What follows belongs to an exercise in optimizing a design on an open flow for small area, a short achievable clock period and few clock cycles; a production flow would make more cautious choices. Only simulation tests tie the RTL to the original design; equivalence was not proved. Power figures rest on the tool's default switching activity, not on a simulated workload.

// led_matrix_scan_dimmer_unit
module led_matrix_scan_dimmer_unit #(
	parameter int PANELS         = lmsd_pkg::DEF_PANELS,
	parameter int ROWS           = lmsd_pkg::DEF_ROWS,
	parameter int LEDS_PER_ROW   = lmsd_pkg::DEF_LEDS_PER_ROW,
	parameter int COLORS         = lmsd_pkg::DEF_COLORS,
	parameter int REFRESH_CYCLES = lmsd_pkg::DEF_REFRESH_CYCLES
) (
	input  logic                            clk,
	input  logic                            arst_n,
	input  logic                            s_tvalid,
	output logic                            s_tready,
	input  logic [lmsd_pkg::S_TDATA_W-1:0]  s_tdata,
	input  logic [lmsd_pkg::S_TUSER_W-1:0]  s_tuser,
	output logic                            m_tvalid,
	input  logic                            m_tready,
	output logic [lmsd_pkg::M_TDATA_W-1:0]  m_tdata,
	output logic [lmsd_pkg::M_TUSER_W-1:0]  m_tuser,
	output logic                            m_tlast,
	input  logic                            cfg_valid,
	output logic                            cfg_ready,
	input  logic [lmsd_pkg::REG_W-1:0]      cfg_index,
	input  logic [lmsd_pkg::SCHED_W-1:0]    cfg_data
);
Size in the first run: roughly 5,500 cells after synthesis, ~4,000 flip-flops, ~72 I/O pins.
==> flow/config.mk <==
export PLATFORM = sky130hd
export DESIGN_NAME = led_matrix_scan_dimmer_unit
export DESIGN_NICKNAME = led_matrix_scan_dimmer_unit
export VERILOG_FILES = /design/flow/design.v
export SDC_FILE = /design/flow/constraint.sdc
export NUM_CORES = 4
export LEC_CHECK = 0
export CAP_MARGIN = 20
export CORE_MARGIN = 2
export CORE_UTILIZATION = 55
export CTS_CLUSTER_DIAMETER = 80
export CTS_CLUSTER_SIZE = 30
export SETUP_SLACK_MARGIN = 3.0
export SLEW_MARGIN = 20
==> flow/constraint.sdc <==
create_clock -name core_clock -period 6.0 [get_ports {clk}]
set_input_delay 1.2000 -clock core_clock [delete_from_list [all_inputs] [get_ports {clk}]]
set_output_delay 1.2000 -clock core_clock [all_outputs]
set_load 0.01 [all_outputs]
run.sh (not shown) runs the stock make flow with config.mk's settings and CLKGATE_MAP_FILE= SYNTH_SCRIPT=/design/flow/synth_recipe.tcl, a recipe that flattens the netlist after the stock synthesis.
Testbench counts at the start, summed over its fixed seeds: cycles 12,776.
Rerun with:
Settings changed: SETUP_SLACK_MARGIN 3.0 to 4.0.
What happened:
- The new run finished with timing, DRC and antenna clean
- power goes up by 0.40%
- fmax climbs by 2.9%
- die area does not change

* * *

rev 12:
led_matrix_scan_dimmer_unit, a different RTL version from the one above (not shown whole).
For scale: roughly 6,100 cells after synthesis, roughly 4,000 flip-flops, roughly 72 I/O pins, roughly 93,000 sq um of cells after synthesis.
Settings: LEC_CHECK=0, CAP_MARGIN=20, CORE_MARGIN=2, CORE_UTILIZATION=55, CTS_CLUSTER_DIAMETER=80, CTS_CLUSTER_SIZE=30, SETUP_SLACK_MARGIN=3.75, SLEW_MARGIN=20; clock period 6.0 ns.
Rev 12: done, clean on timing, DRC and antenna
Testbench counts of rev 12, summed over its fixed seeds: cycles 12,776.
[inputs] rev 13 vs rev 12
Settings: a change of SETUP_SLACK_MARGIN from 3.75 to 3.3.
Notes after the runs:
In rev 13 the combinational cell fraction of total power turned out 0.6 points lower than in rev 12.
sky130_fd_sc_hd__dfrtp_2 as the critical path's slowest cell was reported by rev 12, and sky130_fd_sc_hd__clkdlybuf4s50_1 by rev 13.
As far as portion of netlist area occupied by mux cells goes, rev 13 and rev 12 are indistinguishable; the numbers are identical.
As far as number of clock sinks goes, rev 12 and rev 13 are indistinguishable; the numbers are identical.
Summary of the comparison: fraction of power consumed by the clock network is lower in rev 13, relative to rev 12.

* * *

Another version of the RTL of led_matrix_scan_dimmer_unit (not shown whole).
For scale: ~6000 cells after synthesis, about 93000 um2 of cells after synthesis.
clock: 6.0 ns
lec_check: 0
cap_margin: 20
core_margin: 2
core_utilization: 65
cts_cluster_diameter: 80
cts_cluster_size: 30
setup_slack_margin: 3.7
slew_margin: 20
Testbench counts at the start, summed over its fixed seeds: cycles 12,776.
Change:
CORE_UTILIZATION = 55   (was 65)
SETUP_SLACK_MARGIN = 3.5   (was 3.7)
Effect: The new run produced a clean layout; die area went up by 18%; routed wire length barely changes; final area went down by about 0.46%; power went down by 0.59%.

## port drivers added, routing unchanged
Ports are ideal in the flow. The routed layouts listed here were re-timed in OpenROAD.
Step 1, drivers: a clkbuf_16 drives clk and a buf_2 each remaining input, both assumed.
Step 2 also shifts input and output timing later by t, the mid clock arrival at the registers, as if the neighbouring blocks saw the same clock.
Three values: no drivers, after step 1, after step 2; two values: the first two.
run	t, ns	setup WS [ns]	worst setup path after step 2
the first run of note 1	0.879	3.024 / 3.031 / 2.209	input to register
the second run of note 1	0.889	3.107 / 3.107 / 2.307	input to register
rev 12	0.895	3.379 / 3.297 / 2.625	input to register
rev 13	0.877	3.320 / 3.310 / 2.496	input to register
the first run of note 3	0.869	3.454 / 3.378 / 2.910	input to register
the second run of note 3	0.887	3.446 / 3.384 / 2.600	input to register
After both steps setup and hold are still met in every run listed. For the second run of note 3, which loses most, drivers alone change the setup slack by -0.062 ns; drivers and shift together by -0.846 ns.
